Background: an optimization exercise with open tools, aiming at small area, a short achievable clock period and few clock cycles per item. Do not read the settings as production practice.
At most, simulation tests tie the RTL to the original design; equivalence was not proved.
No functional check of the RTL was part of run 2.
No activity file was given, so power comes from the tool's default toggle rates.

==> flow/design.v <==
`timescale 1ns / 1ps
`default_nettype none
package crrm_pkg;
    localparam int COUNT_BITS   = 32;
    localparam int FRAC_BITS    = 16;
    localparam int RATIO_BITS   = FRAC_BITS + 3;
    localparam int GAIN_BITS    = 16;
    localparam int PAGES_BITS   = 7;
    localparam int ADDR_BITS    = 5;
    localparam int DATA_BITS    = 32;
    localparam int INDEX_BITS   = 3;
    localparam int SLOW_GAIN_INIT   = 33;
    localparam int FAST_GAIN_INIT   = 3277;
    localparam int RATIO_LIMIT_INIT = 52429;
    localparam int WARMUP_INIT      = 64;
    localparam logic [INDEX_BITS-1:0] REG_RESET_ENABLE = 3'd0;
    localparam logic [INDEX_BITS-1:0] REG_SLOW_GAIN    = 3'd1;
    localparam logic [INDEX_BITS-1:0] REG_FAST_GAIN    = 3'd2;
    localparam logic [INDEX_BITS-1:0] REG_RATIO_LIMIT  = 3'd3;
    localparam logic [INDEX_BITS-1:0] REG_WARMUP_PAGES = 3'd4;
    localparam int DIV_K      = 2;
    localparam int DIV_CYC    = (RATIO_BITS + 1 + DIV_K - 1) / DIV_K;
    localparam int DIV_STEPS  = DIV_K * DIV_CYC;
    localparam int DIV_SHIFT  = DIV_STEPS - FRAC_BITS;
    localparam int REM_BITS   = COUNT_BITS + DIV_SHIFT + 1;
    localparam int MUL_B      = 6;
    localparam int MUL_CYC    = (GAIN_BITS + MUL_B - 1) / MUL_B;
endpackage
`default_nettype wire
`timescale 1ns / 1ps
`timescale 1ns / 1ps
`timescale 1ns / 1ps
`timescale 1ns / 1ps
`default_nettype none
module compression_ratio_reset_monitor_unit (
    input  wire logic                               aclk,
    input  wire logic                               aresetn,
    input  wire logic                               s_valid,
    output logic                                    s_ready,
    input  wire logic [63:0]                        s_data,
    output logic                                    m_valid,
    input  wire logic                               m_ready,
    output logic [57:0]                             m_data,
    input  wire logic                               psel,
    input  wire logic                               penable,
    input  wire logic                               pwrite,
    input  wire logic [crrm_pkg::ADDR_BITS-1:0]     paddr,
    input  wire logic [crrm_pkg::DATA_BITS-1:0]     pwdata,
    output logic [crrm_pkg::DATA_BITS-1:0]          prdata,
    output logic                                    pready
);
    localparam int RB  = crrm_pkg::RATIO_BITS;
    localparam int CB  = crrm_pkg::COUNT_BITS;
    localparam int GB  = crrm_pkg::GAIN_BITS;
    localparam int NS  = crrm_pkg::DIV_STEPS;
    localparam int NC  = crrm_pkg::DIV_CYC;
    localparam int SH  = crrm_pkg::DIV_SHIFT;
    localparam int W   = crrm_pkg::REM_BITS;
    localparam int MB  = crrm_pkg::MUL_B;
    localparam int MC  = crrm_pkg::MUL_CYC;
    localparam int DCB = $clog2(NC);
    localparam int MCB = $clog2(MC + 1);
    localparam int AW  = RB + MB;           
    localparam int TB  = RB + 4;            
    logic                              re_q;
    logic [GB-1:0]                     sg_q;
    logic [GB-1:0]                     fg_q;
    logic [RB-1:0]                     lim_q;
    logic [crrm_pkg::PAGES_BITS-1:0]   wu_q;
    logic [crrm_pkg::INDEX_BITS-1:0]   reg_index;
    logic                              cfg_write;
    assign pready    = 1'b1;
    assign reg_index = paddr[crrm_pkg::ADDR_BITS-1:2];
    assign cfg_write = psel && penable && pwrite;
    always_ff @(posedge aclk) begin
        if (!aresetn) begin
            re_q  <= 1'b0;
            sg_q  <= GB'(crrm_pkg::SLOW_GAIN_INIT);
            fg_q  <= GB'(crrm_pkg::FAST_GAIN_INIT);
            lim_q <= RB'(crrm_pkg::RATIO_LIMIT_INIT);
            wu_q  <= crrm_pkg::PAGES_BITS'(crrm_pkg::WARMUP_INIT);
        end else if (cfg_write) begin
            case (reg_index)
                crrm_pkg::REG_RESET_ENABLE: re_q  <= pwdata[0];
                crrm_pkg::REG_SLOW_GAIN:    sg_q  <= pwdata[GB-1:0];
                crrm_pkg::REG_FAST_GAIN:    fg_q  <= pwdata[GB-1:0];
                crrm_pkg::REG_RATIO_LIMIT:  lim_q <= pwdata[RB-1:0];
                crrm_pkg::REG_WARMUP_PAGES: wu_q  <= pwdata[crrm_pkg::PAGES_BITS-1:0];
                default: begin
                end
            endcase
        end
    end
    always_comb begin
        case (reg_index)
            crrm_pkg::REG_RESET_ENABLE: prdata = crrm_pkg::DATA_BITS'(re_q);
            crrm_pkg::REG_SLOW_GAIN:    prdata = crrm_pkg::DATA_BITS'(sg_q);
            crrm_pkg::REG_FAST_GAIN:    prdata = crrm_pkg::DATA_BITS'(fg_q);
            crrm_pkg::REG_RATIO_LIMIT:  prdata = crrm_pkg::DATA_BITS'(lim_q);
            crrm_pkg::REG_WARMUP_PAGES: prdata = crrm_pkg::DATA_BITS'(wu_q);
            default:                    prdata = '0;
        endcase
    end
    logic [1:0][CB-1:0]  raw_in_q;
    logic [1:0][CB-1:0]  raw_out_q;
    logic                la_q;          
    logic                zp_q;          
    logic [1:0][W-1:0]   rem_q;         
    logic [1:0][CB-1:0]  den_q;
    logic [1:0][NS-1:0]  quo_q;
    logic [1:0][DCB-1:0] dcnt_q;
    logic [1:0]          dbusy_q;       
    logic [1:0]          dspec_q;       
    logic [1:0]          qfull_q;       
    logic                qd_q;          
    logic [RB-1:0]   ratio_q;
    logic [RB-1:0]   sdiff_q;
    logic [RB-1:0]   fdiff_q;
    logic [RB-1:0]   sacc_q;
    logic [RB-1:0]   facc_q;
    logic            sup_q;
    logic            fup_q;
    logic            early_q;       
    logic            rgt_q;         
    logic [MCB-1:0]  mcnt_q;
    logic            mbusy_q;
    logic [RB-1:0]   savg_q;
    logic [RB-1:0]   favg_q;
    logic            clr_q;         
    logic [crrm_pkg::PAGES_BITS-1:0] pages_q;
    logic            mvalid_q;
    logic            ce_q;          
    assign m_valid = mvalid_q;
    assign m_data  = {ratio_q, savg_q, favg_q, clr_q};
    function automatic logic [W-1:0] add3(input logic [W-1:0] x,
                                          input logic [W-1:0] y,
                                          input logic [W-1:0] z);
        logic [W-1:0] sv;
        logic [W-1:0] cv;
        sv = x ^ y ^ z;
        cv = {((x[W-2:0] & y[W-2:0]) | (x[W-2:0] & z[W-2:0]) | (y[W-2:0] & z[W-2:0])), 1'b0};
        add3 = sv + cv;
    endfunction
    function automatic logic [W+1:0] div_step(input logic [W-1:0]  rem,
                                              input logic [CB-1:0] den);
        logic [W-1:0] dvs;
        logic [W-1:0] dvs_m;
        logic         dvs_c;
        logic [W-1:0] r1;
        logic [W-1:0] cand_n;
        logic [W-1:0] cand_p;
        logic [W-1:0] r2;
        dvs    = W'({den, SH'(0)});
        dvs_c  = !rem[W-1];
        dvs_m  = dvs ^ {W{dvs_c}};
        r1     = {rem[W-2:0], 1'b0} + dvs_m + W'(dvs_c);
        cand_n = add3({rem[W-3:0], dvs_c, 1'b1}, {dvs_m[W-2:0], 1'b0}, ~dvs);
        cand_p = add3({rem[W-3:0], dvs_c, 1'b0}, {dvs_m[W-2:0], 1'b0}, dvs);
        r2     = r1[W-1] ? cand_p : cand_n;
        div_step = {!r1[W-1], !r2[W-1], r2};
    endfunction
    logic [1:0][W+1:0] dstep;
    assign dstep[0] = div_step(rem_q[0], den_q[0]);
    assign dstep[1] = div_step(rem_q[1], den_q[1]);
    logic            nd;            
    logic            sd;            
    logic            m_free;
    logic            q_take;
    logic [1:0]      last_cyc;
    logic [1:0]      step_en;
    logic [1:0]      dload;
    logic            accept;
    logic            succ_acc;
    logic [NS-1:0]   quo_sel;
    logic [RB-1:0]   qratio;
    logic [CB-1:0]   prev_in;
    logic [CB-1:0]   prev_out;
    logic [CB-1:0]   ld_num;
    logic [CB-1:0]   ld_den;
    logic [RB-1:0]   eff_savg;
    logic [RB-1:0]   eff_favg;
    logic            warm;
    logic            early_clr;
    logic            qratio_gt;
    logic            commit;
    assign nd       = !la_q;
    assign sd       = qd_q;
    assign prev_in  = zp_q ? '0 : raw_in_q[la_q];
    assign prev_out = zp_q ? '0 : raw_out_q[la_q];
    assign ld_num   = s_data[CB-1:0] - prev_out;
    assign ld_den   = s_data[2*CB-1:CB] - prev_in;
    assign warm     = (pages_q >= wu_q);
    assign eff_savg = clr_q ? '0 : savg_q;
    assign eff_favg = clr_q ? '0 : favg_q;
    assign quo_sel  = quo_q[qd_q];
    assign qratio   = (|quo_sel[NS-1:RB]) ? {RB{1'b1}} : quo_sel[RB-1:0];
    assign m_free    = !mbusy_q && (!mvalid_q || m_ready);
    assign q_take    = qfull_q[qd_q] && m_free && !ce_q;
    assign qratio_gt = (qratio > lim_q);
    assign early_clr = re_q && warm && qratio_gt;
    assign s_ready   = dbusy_q[nd] && dspec_q[nd] && !qfull_q[nd] && !ce_q;
    assign accept    = s_valid && s_ready;
    assign succ_acc  = qfull_q[sd] || (dbusy_q[sd] && !dspec_q[sd]);
    assign commit    = mbusy_q && (mcnt_q == MCB'(MC));
    always_comb begin
        for (int i = 0; i < 2; i++) begin
            last_cyc[i] = (dcnt_q[i] == DCB'(NC - 1));
            step_en[i]  = dbusy_q[i] && !ce_q
                          && (!qfull_q[i] || (q_take && (qd_q == 1'(i))))
                          && !(dspec_q[i] && last_cyc[i]);
            dload[i]    = s_valid && !ce_q && (nd == 1'(i))
                          && (!dbusy_q[i] || (step_en[i] && last_cyc[i]));
        end
    end
    logic [AW-1:0]    ssum;
    logic [AW-1:0]    fsum;
    logic [RB-1:0]    snew;
    logic [RB-1:0]    fnew;
    logic             clr;
    logic [MB-1:0]    sg_chunk;
    logic [MB-1:0]    fg_chunk;
    logic [MB-1:0]    sg_next;
    logic [MB-1:0]    fg_next;
    logic [MB-1:0]    sgc_q;
    logic [MB-1:0]    fgc_q;
    logic [MB*(MC+2)-1:0] sg_ext;
    logic [MB*(MC+2)-1:0] fg_ext;
    logic             lt32;
    assign sg_ext   = (MB*(MC+2))'({sg_q, (MB*MC-GB)'(0)});
    assign fg_ext   = (MB*(MC+2))'({fg_q, (MB*MC-GB)'(0)});
    assign sg_chunk = sgc_q;
    assign fg_chunk = fgc_q;
    assign sg_next  = q_take ? sg_ext[MB-1:0] : sg_ext[MB*(32'(mcnt_q) + 1) +: MB];
    assign fg_next  = q_take ? fg_ext[MB-1:0] : fg_ext[MB*(32'(mcnt_q) + 1) +: MB];
    function automatic logic [2*AW-1:0] csa_a(input logic [AW-1:0] x,
                                              input logic [AW-1:0] y,
                                              input logic [AW-1:0] z,
                                              input logic          c0);
        csa_a = {((x[AW-2:0] & y[AW-2:0]) | (x[AW-2:0] & z[AW-2:0]) | (y[AW-2:0] & z[AW-2:0])), c0,
                 x ^ y ^ z};
    endfunction
    function automatic logic [AW-1:0] mul_step(input logic [RB-1:0] acc,
                                               input logic [RB-1:0] d,
                                               input logic [MB-1:0] g,
                                               input logic          neg);
        logic [7:0][AW-1:0] o;
        logic [2*AW-1:0]    l1a;
        logic [2*AW-1:0]    l1b;
        logic [2*AW-1:0]    l2a;
        logic [2*AW-1:0]    l2b;
        logic [2*AW-1:0]    l3;
        logic [2*AW-1:0]    l4;
        o[0] = AW'(acc);
        for (int k = 0; k < MB; k++) begin
            o[k+1] = g[k] ? (AW'(d) << k) : '0;
        end
        o[7] = neg ? AW'(g) : '0;
        l1a = csa_a(o[0], o[1], o[2], 1'b0);
        l1b = csa_a(o[3], o[4], o[5], 1'b0);
        l2a = csa_a(l1a[AW-1:0], l1a[2*AW-1:AW], l1b[AW-1:0], 1'b0);
        l2b = csa_a(l1b[2*AW-1:AW], o[6], o[7], 1'b0);
        l3  = csa_a(l2a[AW-1:0], l2a[2*AW-1:AW], l2b[AW-1:0], 1'b0);
        l4  = csa_a(l3[AW-1:0], l3[2*AW-1:AW], l2b[2*AW-1:AW], 1'b0);
        mul_step = l4[AW-1:0] + l4[2*AW-1:AW];
    endfunction
    logic [RB:0] sd_raw;
    logic [RB:0] fd_raw;
    logic [RB:0] sadd;
    logic [RB:0] fadd;
    assign ssum = mul_step(sacc_q, sdiff_q, sg_chunk, !sup_q);
    assign fsum = mul_step(facc_q, fdiff_q, fg_chunk, !fup_q);
    assign sd_raw = {1'b0, qratio} - {1'b0, eff_savg};
    assign fd_raw = {1'b0, qratio} - {1'b0, eff_favg};
    assign sadd = {eff_savg, 1'b1} + {sacc_q ^ {RB{!sup_q}}, !sup_q};
    assign fadd = {eff_favg, 1'b1} + {facc_q ^ {RB{!fup_q}}, !fup_q};
    assign snew = !warm ? ratio_q : sadd[RB:1];
    assign fnew = !warm ? ratio_q : fadd[RB:1];
    function automatic logic [2*TB-1:0] csa_t(input logic [TB-1:0] x,
                                              input logic [TB-1:0] y,
                                              input logic [TB-1:0] z,
                                              input logic          c0);
        csa_t = {((x[TB-2:0] & y[TB-2:0]) | (x[TB-2:0] & z[TB-2:0]) | (y[TB-2:0] & z[TB-2:0])), c0,
                 x ^ y ^ z};
    endfunction
    logic [TB-1:0]   t_fa;
    logic [TB-1:0]   t_fxa;
    logic [TB-1:0]   t_sxa;
    logic [TB-1:0]   t_fx;
    logic [TB-1:0]   t_sa;
    logic [TB-1:0]   t_sa2;
    logic [TB-1:0]   t_sx;
    logic [TB-1:0]   t_sx2;
    logic [2*TB-1:0] t1a;
    logic [2*TB-1:0] t1b;
    logic [2*TB-1:0] t2;
    logic [2*TB-1:0] t3;
    logic [TB-1:0]   t_sum;
    assign t_fa  = {3'b000, eff_favg, 1'b0};
    assign t_fxa = {4'b0000, facc_q} ^ {TB{!fup_q}};
    assign t_sxa = {4'b0000, sacc_q} ^ {TB{!sup_q}};
    assign t_fx  = {t_fxa[TB-2:0], 1'b0};
    assign t_sa  = ~{4'b0000, eff_savg};
    assign t_sa2 = ~{3'b000, eff_savg, 1'b0};
    assign t_sx  = ~t_sxa;
    assign t_sx2 = ~{t_sxa[TB-2:0], 1'b0};
    assign t1a   = csa_t(t_fa, t_fx, t_sa, !fup_q);
    assign t1b   = csa_t(t_sa2, t_sx, t_sx2, !fup_q);
    assign t2    = csa_t(t1a[TB-1:0], t1a[2*TB-1:TB], t1b[TB-1:0], sup_q);
    assign t3    = csa_t(t2[TB-1:0], t2[2*TB-1:TB], t1b[2*TB-1:TB], sup_q);
    assign t_sum = t3[TB-1:0] + t3[2*TB-1:TB] + TB'(sup_q);
    assign lt32  = !t_sum[TB-1];
    assign clr   = re_q && warm && (lt32 || rgt_q);
    always_ff @(posedge aclk) begin
        for (int i = 0; i < 2; i++) begin
            if (ce_q) begin
                if (succ_acc && (sd == 1'(i))) begin
                    rem_q[i] <= W'(raw_out_q[i]);
                    den_q[i] <= raw_in_q[i];
                end
            end else if (dload[i]) begin
                rem_q[i] <= W'(ld_num);
                den_q[i] <= ld_den;
            end else if (step_en[i]) begin
                rem_q[i] <= dstep[i][W-1:0];
            end
            if (step_en[i]) begin
                quo_q[i] <= {quo_q[i][NS-3:0], dstep[i][W+1:W]};
            end
            if (accept && (nd == 1'(i))) begin
                raw_in_q[i]  <= s_data[2*CB-1:CB];
                raw_out_q[i] <= s_data[CB-1:0];
            end
        end
        if (q_take) begin
            ratio_q <= qratio;
            rgt_q   <= qratio_gt;
            sup_q   <= !sd_raw[RB];
            fup_q   <= !fd_raw[RB];
            sdiff_q <= sd_raw[RB-1:0] ^ {RB{sd_raw[RB]}};
            fdiff_q <= fd_raw[RB-1:0] ^ {RB{fd_raw[RB]}};
            sacc_q  <= '0;
            facc_q  <= '0;
        end else if (mbusy_q && !commit) begin
            sacc_q  <= ssum[AW-1:MB];
            facc_q  <= fsum[AW-1:MB];
        end
        if (commit) begin
            savg_q <= snew;
            favg_q <= fnew;
        end
        sgc_q <= sg_next;
        fgc_q <= fg_next;
    end
    always_ff @(posedge aclk) begin
        if (!aresetn) begin
            la_q     <= 1'b1;
            zp_q     <= 1'b1;
            dbusy_q  <= '0;
            dspec_q  <= '0;
            qfull_q  <= '0;
            dcnt_q   <= '0;
            qd_q     <= 1'b0;
            mbusy_q  <= 1'b0;
            mcnt_q   <= '0;
            early_q  <= 1'b0;
            clr_q    <= 1'b1;
            pages_q  <= '0;
            mvalid_q <= 1'b0;
            ce_q     <= 1'b0;
        end else begin
            ce_q <= 1'b0;
            if (q_take) begin
                qfull_q[qd_q] <= 1'b0;
                qd_q          <= !qd_q;
            end
            if (ce_q) begin
                if (succ_acc) begin
                    dbusy_q[sd] <= 1'b1;
                    dspec_q[sd] <= 1'b0;
                    qfull_q[sd] <= 1'b0;
                    dcnt_q[sd]  <= '0;
                end else begin
                    zp_q        <= 1'b1;
                    dbusy_q[sd] <= 1'b0;
                end
            end else begin
                for (int i = 0; i < 2; i++) begin
                    if (step_en[i]) begin
                        dcnt_q[i] <= dcnt_q[i] + 1'b1;
                        if (last_cyc[i]) begin
                            qfull_q[i] <= 1'b1;
                            dbusy_q[i] <= 1'b0;
                        end
                    end
                    if (dbusy_q[i] && dspec_q[i] && !s_valid) begin
                        dbusy_q[i] <= 1'b0;
                    end
                    if (dload[i]) begin
                        dbusy_q[i] <= 1'b1;
                        dspec_q[i] <= 1'b1;
                        dcnt_q[i]  <= '0;
                    end
                end
                if (accept) begin
                    dspec_q[nd] <= 1'b0;
                    la_q        <= nd;
                    zp_q        <= 1'b0;
                end
            end
            if (ce_q) begin
                for (int i = 0; i < 2; i++) begin
                    if (dbusy_q[i] && dspec_q[i] && !s_valid && !(succ_acc && (sd == 1'(i)))) begin
                        dbusy_q[i] <= 1'b0;
                    end
                end
            end
            if (q_take) begin
                mbusy_q <= 1'b1;
                mcnt_q  <= '0;
                early_q <= early_clr;
                if (early_clr) begin
                    ce_q <= 1'b1;
                end
            end else if (mbusy_q) begin
                mcnt_q <= mcnt_q + 1'b1;
            end
            if (commit) begin
                mbusy_q  <= 1'b0;
                mvalid_q <= 1'b1;
                clr_q    <= clr;
                if (clr) begin
                    pages_q <= '0;
                    if (!early_q) begin
                        ce_q <= 1'b1;
                    end
                end else if (pages_q != {crrm_pkg::PAGES_BITS{1'b1}}) begin
                    pages_q <= pages_q + 1'b1;
                end
            end else if (m_ready) begin
                mvalid_q <= 1'b0;
            end
        end
    end
endmodule
`default_nettype wire
==> flow/run.sh <==
#!/bin/bash
# synth_recipe.tcl (not shown) runs the flow's synth.tcl, then flattens the netlist and writes it again
# the make line also repeats each setting of config.mk as NAME=value (left out here)
make -C /OpenROAD-flow-scripts/flow DESIGN_CONFIG=/design/flow/config.mk WORK_HOME=/design/flow/orfs CLKGATE_MAP_FILE= SYNTH_SCRIPT=/design/flow/synth_recipe.tcl finish
==> flow/config.mk <==
export PLATFORM = sky130hd
export DESIGN_NAME = compression_ratio_reset_monitor_unit
export DESIGN_NICKNAME = compression_ratio_reset_monitor_unit
export VERILOG_FILES = /design/flow/design.v
export SDC_FILE = /design/flow/constraint.sdc
export NUM_CORES = 4
export LEC_CHECK = 0
export CAP_MARGIN = 20
export CORE_MARGIN = 2
export CORE_UTILIZATION = 40
export CTS_CLUSTER_DIAMETER = 70
export CTS_CLUSTER_SIZE = 35
export SETUP_SLACK_MARGIN = 4.0
export SLEW_MARGIN = 20
==> flow/constraint.sdc <==
create_clock -name core_clock -period 9.0 [get_ports {aclk}]
set_input_delay 1.8000 -clock core_clock [delete_from_list [all_inputs] [get_ports {aclk}]]
set_output_delay 1.8000 -clock core_clock [all_outputs]
set_load 0.01 [all_outputs]
==> results_dict.tcl, run 1 <==
set metrics [dict create \
    holdPathEnd "quo_q[25]" \
    finalCritPeriodShare_pct 55.41 \
    synth.most_common_cell "inv_1" \
    r2r-end "facc_q[17]" \
    ir_drop_mv 0.2344 \
    vias_per_cell 5.374 \
    fmax_mhz 200.5 \
    drt_iter0_drc 2786 \
    ys_seq_elements 544 \
    critPathTopFamily "adder cells" \
    fin_crit_ns 4.987 \
    wl_um 157700 \
    cts_tree "yes" \
    crit_path_top_delay_cell "fa_1" \
    fin_util_pct 46.46 \
    worst_slew_pin_slew_ns 1.101 \
    finalSetupViolCount 0 \
    worstReg2RegStart "fgc_q[0]" \
    r2r_slack_ns 4.01 \
    hold_depth 0 \
    synth-edff-count 404 \
    grt_pass1_wl_um 239400 \
    clock_latency_ns 0.67 \
    r2r_cells 20 \
    clk_pin_slew_worst_paths_ns 0.08 \
    synth_top_area_share_pct 22.77 \
    status "timing/DRC/antenna clean" \
    netSwitchingFraction_pct 45.37 \
    preCtsSetupSlack_ns 2.540 \
    route.detailed.drc 0 \
    rsz0062_at_grt "yes" \
    syn2layout_area_growth_pct 14.93 \
    grt_max_degree 89 \
    synth_flop_cell "edfxtp_1" \
    max_stage_delay_ns 0.52 \
    leakagePower_uw 0.02677 \
    grt_antenna_before_repair 17 \
    drive_above_1_share_pct 9.482 \
    antenna_left 0 \
    cp.required_ns 9.51 \
    crit_arrival_ns 5.49 \
    powerDensity_mw_per_mm2 235.3 \
    rows 133 \
    h-tree-depth 2 \
    skew_ns 0.03901 \
    clock_sinks 544 \
    routabilityCongestion 0.9260 \
    finalHoldViolCount 0 \
    synth_top_area_cell "edfxtp_1" \
    tns_ns 0 \
    yosysWarnings 1 \
    crit_type "reg2reg" \
    power.internal_uw 7870 \
    layout.nets 6955 \
    cp-end-kind "flop" \
    start_util_pct 40.43 \
    wl_per_cell_um 20.34 \
    crit_top_cell "fa_1" \
    dr.pass1.iters 8 \
    grtUsageTotal_pct 22.71 \
    crit_fanout 10 \
    synth.distinct_cells 88 \
    grt_pass1_vias 41450 \
    die_w_um 369.0 \
    switching_power_uw 6537 \
    pwr-share-clk_pct 16.5 \
    cap_violations 0 \
    slew_headroom_pct 26.02 \
    dieArea_mm2 0.1361 \
    synth.area.top_cells "edfxtp_1 23%, fa_1 15%, ha_1 12%" \
    worstPathCellList "buf_12 -> and2_4 -> fa_1 -> inv_2 -> fa_1 -> fa_1 -> inv_2 -> fa_1 -> ha_2 -> a2111o_1 -> a41oi_4 -> nor4_4 -> o211ai_1 -> buf_4 -> a21oi_4 -> o21ai_4 -> a21oi_4 -> o41a_1 -> xnor2_1 -> a21oi_1" \
    pwr-share-seq_pct 22.0 \
    clockRootBuffer "clkbuf_16" \
    port_buffers 171 \
    synth.avg_cell_area_um2 9.250 \
    combPwrFrac_pct 61.5 \
    start_kind "flop" \
    dr_total_vias 41680 \
    core_region_area_mm2 0.1318 \
    report.final.slew_viol_count 0 \
    grt-ovfl-total 0 \
    synth_common_cells "908 x inv_1, 566 x nand2_1, 503 x ha_1" \
    numCtsBuffers 48 \
    hp-start "quo_q[23]" \
    yosysSeqAreaShare_pct 28.03 \
    synthCells 5760 \
    crit_buf_inv 4 \
    timing.final.ws_setup_ns 4.013 \
    async_flop_share_pct 0 \
    hp-class "reg2reg" \
    cts_buffer_depth 3 \
    dp_hpwl_um 120800 \
    io_pins 201 \
    syn-cell-area_mm2 0.05328 \
    die_h_um 369.0 \
]
[logic make-up (layout without fill, tap and decap cells)]
| family | Yosys count | after routing | synth area share [%] |
|---|---|---|---|
| simple gates | 1434 | 1434 | 12.96 |
| compound gates | 1239 | 1239 | 15.19 |
| buf+inv | 1101 | 1319 | 7.904 |
| fa+ha+maj | 898 | 898 | 26.63 |
| flops | 544 | 544 | 28.03 |
| xor+xnor | 403 | 403 | 6.625 |
| mux | 139 | 139 | 2.651 |
| other cells | 2 | 24 | 0.01410 |
[power by group through the flow]
stage          Sequential (µW)  Clock, µW  Combinational [µW]
6_report                  3170       2380                8860
5_1_grt                   3180       2520                9820
4_1_cts                   3170       2430                8590
3_5_place_dp              3220          0                8330
3_3_place_gp              3220          0                8240
2_1_floorplan             3160          0                6350
[through the flow]
stage | power (µW) | std cells | area (µm²) | hold slack (ns)
global placement | 11460 | 7554 | 56900 | 0.4300
CTS | 14200 | 7698 | 60060 | 0.4535
detailed placement | 11560 | 7554 | 56910 | 0.4340
floorplan | 9513 | 5772 | 53400 | 0.4257
finish | 14410 | 7755 | 61230 | 0.4541
global route | 15520 | 7749 | 61220 | 0.4678
[repair_timing]
action | in CTS | in global routing
buffers inserted | 49 | 43
hold buffers | 0 | 0
endpoints found under the setup margin | 146 | 115
pin swaps | 52 | 61
gates cloned | 5 | 4
resized for setup | 199 | 145
[layout by cell type (no fill, tap or decap), types with 18 or more instances in the layout]
master	n
a211oi_1	32
a21boi_0	42
a21o_1	164
a21oi_1	320
a21oi_2	21
a22oi_1	36
a31oi_1	33
and2_1	146
and3_1	23
buf_4	113
clkbuf_16	55
clkdlybuf4s50_1	147
dfxtp_1	125
edfxtp_1	404
fa_1	387
ha_1	489
inv_1	899
mux2i_1	121
nand2_1	559
nand2b_1	81
nand3_1	77
nand4_1	36
nor2_1	217
nor2b_1	70
nor3_1	49
o211ai_1	33
o21a_1	41
o21ai_0	215
o21ai_1	18
o21bai_1	37
o221ai_1	26
o31ai_1	21
or2_2	74
or3_1	25
xnor2_1	255
xnor2_2	20
xnor2_4	22
xor2_1	106
[worst reg2reg max path, cell delays in order, from the launching register on]
cell and delay (ns):
dfxtp_4 0.36, buf_12 0.13, and2_4 0.14, fa_1 0.49, inv_2 0.04, fa_1 0.48, fa_1 0.52, inv_2 0.04
fa_1 0.44, ha_2 0.19, a2111o_1 0.39, a41oi_4 0.26, nor4_4 0.09, o211ai_1 0.18, buf_4 0.16, a21oi_4 0.06
o21ai_4 0.21, a21oi_4 0.11, o41a_1 0.34, xnor2_1 0.14, a21oi_1 0.08
[how the worst max path moves through the flow]
| stage | start | endpoint | slack, ns | cells past startpoint |
|---|---|---|---|---|
| after floorplan | sgc_q[3] | sacc_q[17] | 4.02 | 20 |
| after global placement | paddr[2] | prdata[3] | 2.60 | 6 |
| after detailed placement | paddr[2] | prdata[4] | 2.54 | 6 |
| after CTS | paddr[2] | prdata[4] | 3.92 | 6 |
| after global routing | fgc_q[0] | facc_q[17] | 3.82 | 20 |
| final | fgc_q[0] | facc_q[17] | 4.01 | 20 |
[metal layers]
| metal | part of all wire [%] | track usage [%] | routed length, µm |
|---|---|---|---|
| met4 | 5.0 | 9.765 | 7811 |
| met2 | 49 | 39.97 | 77400 |
| met5 | 0.051 | 0 | 81 |
| met3 | 5.2 | 2.520 | 8220 |
| met1 | 41 | 28.00 | 64210 |
[final cells by class]
class	instances	area [µm²]
fill	12610	70560
multi-input combinational	4127	35550
sequential	544	14990
inverter	910	3422
timing repair buffer	319	3219
tap	1755	2196
clock buffer	54	1297
clock inverter	36	535.5
antenna	10	25.02
[state kept, by name, indices dropped and copies added, names as in the netlist, 6 cells and up]
name,count
sacc_q,19
favg_q,19
lim_q,19
rem_q,74
raw_out_q,64
fg_q,16
pages_q,7
wu_q,7
raw_in_q,64
sg_q,16
quo_q,40
den_q,64
ratio_q,19
facc_q,19
savg_q,19
dcnt_q,8
sgc_q,6
fdiff_q,19
fgc_q,6
sdiff_q,19
Testbench counts, summed over its fixed seeds: cycles 10,001, items 1,920.
==> inputs of run 2 (changes only) <==
--- a/flow/design.v
+++ b/flow/design.v
@@ -91,16 +91,18 @@
             endcase
         end
     end
-    always_comb begin
+    logic [RB-1:0] prdata_q;
+    always_ff @(posedge aclk) begin
         case (reg_index)
-            crrm_pkg::REG_RESET_ENABLE: prdata = crrm_pkg::DATA_BITS'(re_q);
-            crrm_pkg::REG_SLOW_GAIN:    prdata = crrm_pkg::DATA_BITS'(sg_q);
-            crrm_pkg::REG_FAST_GAIN:    prdata = crrm_pkg::DATA_BITS'(fg_q);
-            crrm_pkg::REG_RATIO_LIMIT:  prdata = crrm_pkg::DATA_BITS'(lim_q);
-            crrm_pkg::REG_WARMUP_PAGES: prdata = crrm_pkg::DATA_BITS'(wu_q);
-            default:                    prdata = '0;
+            crrm_pkg::REG_RESET_ENABLE: prdata_q <= RB'(re_q);
+            crrm_pkg::REG_SLOW_GAIN:    prdata_q <= RB'(sg_q);
+            crrm_pkg::REG_FAST_GAIN:    prdata_q <= RB'(fg_q);
+            crrm_pkg::REG_RATIO_LIMIT:  prdata_q <= lim_q;
+            crrm_pkg::REG_WARMUP_PAGES: prdata_q <= RB'(wu_q);
+            default:                    prdata_q <= '0;
         endcase
     end
+    assign prdata = crrm_pkg::DATA_BITS'(prdata_q);
     logic [1:0][CB-1:0]  raw_in_q;
     logic [1:0][CB-1:0]  raw_out_q;
     logic                la_q;          
--- a/flow/config.mk
+++ b/flow/config.mk
@@ -8,7 +8,5 @@
 export CAP_MARGIN = 20
 export CORE_MARGIN = 2
 export CORE_UTILIZATION = 40
-export CTS_CLUSTER_DIAMETER = 70
-export CTS_CLUSTER_SIZE = 35
-export SETUP_SLACK_MARGIN = 4.0
+export SETUP_SLACK_MARGIN = 4.2
 export SLEW_MARGIN = 20
==> results_dict.tcl, run 2 <==
set metrics [dict create \
    status "timing/DRC/antenna clean" \
    drt_iter0_drc 2960 \
    dr_total_vias 41670 \
    cts-hold-fix-buffers 0 \
    synth_common_cells "899 x inv_1, 535 x nand2_1, 503 x ha_1" \
    dpl-instance-area_mm2 0.05750 \
    pwr-share-seq_pct 21.8 \
    synth_flop_cell "edfxtp_1" \
    cp-end-kind "flop" \
    synth.avg_cell_area_um2 9.264 \
    power.internal_uw 8298 \
    start_util_pct 40.28 \
    synth_xor_area_share_pct 6.484 \
    layout_commonest_cell "inv_1" \
    max_stage_delay_ns 0.55 \
    crit_top_cell "fa_1" \
    grtUsageTotal_pct 21.85 \
    synth_top_area_share_pct 22.57 \
    cp.required_ns 9.61 \
    dp_hpwl_um 114900 \
    grt_pass1_vias 41050 \
    synthCells 5803 \
    finalCritPeriodShare_pct 55.72 \
    yosysWarnings 1 \
    worstPathCellList "and2_4 -> fa_1 -> inv_1 -> fa_1 -> fa_2 -> inv_2 -> fa_1 -> ha_4 -> o21a_1 -> o21a_1 -> o21ai_2 -> or3_4 -> a211oi_4 -> nor2_1 -> nand2_2 -> a31oi_4 -> buf_6 -> xnor2_2 -> nand2_1 -> a21oi_2" \
    grt_pass1_wl_um 233200 \
    synth.area.mux_share_pct 2.709 \
    dieArea_mm2 0.1373 \
    synth.distinct_cells 90 \
    dr.pass1.iters 8 \
    async_flop_share_pct 0 \
    clock_sinks 563 \
    regArea_mm2 0.01537 \
    grt_max_degree 163 \
    h-tree-depth 3 \
    clock_latency_ns 0.69 \
    die_h_um 370.6 \
    cts_tree "yes" \
    rsz0062_at_grt "yes" \
    core_region_area_mm2 0.1335 \
    cap_violations 0 \
    skew_ns 0.03858 \
    synthAdderAreaFrac_pct 26.40 \
    netSwitchingFraction_pct 43.38 \
    largest_reg_flops 74 \
    regMostFlops "rem_q" \
    io_pins 201 \
    finalSetupViolCount 0 \
    synth_compound_area_share_pct 14.47 \
    crit_type "reg2reg" \
    ir_drop_mv 0.3642 \
    combPwrFrac_pct 57.2 \
    critPathTopFamily "adder cells" \
    clk_pin_slew_worst_paths_ns 0.06 \
    postLayoutCellArea_mm2 0.06300 \
    report.final.slew_viol_count 0 \
    hp-class "reg2reg" \
    synth.area.top_cells "edfxtp_1 23%, fa_1 15%, ha_1 12%" \
    grt-ovfl-total 0 \
    yosysSeqAreaShare_pct 28.49 \
    synth-simple-area-share_pct 13.72 \
    vias_per_cell 5.299 \
    crit_arrival_ns 5.62 \
    route.detailed.drc 0 \
    antenna_left 0 \
    syn-cell-area_mm2 0.05376 \
    ys_seq_elements 563 \
    fmax_mhz 199.4 \
    fin_util_pct 47.21 \
    routabilityCongestion 0.9354 \
    leakagePower_uw 0.02758 \
    crit_buf_inv 3 \
    switching_power_uw 6357 \
    tns_ns 0 \
    fin_crit_ns 5.015 \
    syn2layout_area_growth_pct 17.19 \
    synth.most_common_cell "inv_1" \
    port_buffers 171 \
    powerDensity_mw_per_mm2 232.6 \
    crit_path_top_delay_cell "fa_2" \
    synth_top_area_cell "edfxtp_1" \
    wl_um 152300 \
    pwr-share-clk_pct 21.0 \
    worst_slew_pin_slew_ns 1.079 \
    drive_above_1_share_pct 11.08 \
    wl_per_cell_um 19.37 \
    grt_antenna_before_repair 16 \
    fillCellCount 12670 \
    cts_buffer_depth 3 \
    multiInputGateArea_mm2 0.03634 \
    die_w_um 370.6 \
    start_kind "flop" \
    synth_top_family_by_area "adder cells" \
    synth-edff-count 404 \
    finalHoldViolCount 0 \
    slew_headroom_pct 28.09 \
    layout_common_cells "878 x inv_1, 521 x nand2_1, 483 x ha_1, 404 x edfxtp_1, 379 x fa_1" \
    rows 134 \
    report.power.total_uw 14650 \
    crit_fanout 3 \
    layout.nets 7029 \
    clockRootBuffer "clkbuf_16" \
    numCtsBuffers 73 \
]
run 2: changes by cell type in the layout (fill, tap and decap cells not counted), sizes merged, moves of 20 or more:
cell,before,now
nand2,566,535
nand2b,82,106
clkbuf,60,94
nor2,221,252
clkdlybuf4s50,147,167
nand3,78,98
o21ai,242,270
run 2: area by class of cell:
type	count	area share [%]
Inverter	901	5.384
Clock inverter	41	0.8122
Multi-Input combinational cell	4168	57.69
Tap cell	1768	3.511
Timing Repair Buffer	316	4.997
Sequential cell	563	24.39
Clock buffer	91	3.154
Antenna cell	14	0.05561
Timing Repair inverter	1	0.01192
run 2: final timing paths:
| check | startpoint | end | cells past startpoint | slack (ns) |
|---|---|---|---|---|
| setup / recovery | fdiff_q[6] | facc_q[16] | 20 | 3.99 |
| hold / removal | quo_q[25] | quo_q[27] | 0 | 0.44 |
| setup reg to reg | fdiff_q[6] | facc_q[16] | 20 | 3.99 |
| hold reg to reg | quo_q[25] | quo_q[27] | 0 | 0.44 |
run 2: metrics by stage:
stage,cells,hold WS (ns),setup WS (ns)
global route,7859,0.4528,3.811
finish,7863,0.4423,3.985
CTS,7810,0.4434,3.971
detailed placement,7607,0.4339,2.061
global placement,7607,0.4306,2.106
floorplan,5815,0.4153,4.200
run 2: power by group through the flow:
stage	logic [µW]	clock network, µW	registers, µW
5_1_grt	9220	3240	3210
3_3_place_gp	7710	0	3250
4_1_cts	8120	3150	3190
3_5_place_dp	7760	0	3250
2_1_floorplan	5820	0	3220
6_report	8380	3080	3200
run 2: routing by layer:
| layer | GRT usage (%) | vias to the layer above | wire [µm] |
|---|---|---|---|
| li1 | - | 20010 | - |
| met2 | 36.52 | 1000 | 72190 |
| met5 | 0 | - | 0 |
| met3 | 2.706 | 170 | 8011 |
| met1 | 29.74 | 20490 | 68170 |
| met4 | 5.987 | 0 | 3907 |
run 2: cells by family (layout without fill, tap and decap cells):
kind of cell,Yosys count,count (layout)
compound gates,1209,1210
xor+xnor,398,398
fa+ha+maj,898,898
buf+inv,1085,1350
flops,563,563
mux,143,143
other cells,2,28
simple gates,1505,1505
run 2: repair_timing:
| action | CTS | global route |
|---|---|---|
| gates cloned | 6 | 2 |
| endpoints found under the setup margin | 196 | 148 |
| buffers inserted | 65 | 37 |
| pin swaps | 98 | 126 |
| resized for setup | 240 | 191 |

-- static timing again, ports no longer ideal --
In the flow no input, the clock included, has a driving cell. The finished layouts below were timed again as built, in two steps.
Step 1, drivers: a clkbuf_16 drives aclk and a buf_2 each remaining input, both assumed.
Step 2 also shifts input and output timing later by t, the mid clock arrival at the registers, as if the neighbouring blocks saw the same clock.
Slacks: ideal / step 1 / step 2; pairs: ideal / step 1.
run | shift t [ns] | slack for setup (ns) | worst data-port slew with drivers (ns)
run 1 | 0.720 | 4.013 / 4.013 / 3.433 | 0.22
run 2 | 0.745 | 3.985 / 3.985 / 3.477 | 0.16
After both steps setup and hold are still met in every run listed. The setup slack of run 1, which loses most, moves by 0.000 ns with the drivers and by -0.580 ns with both steps.
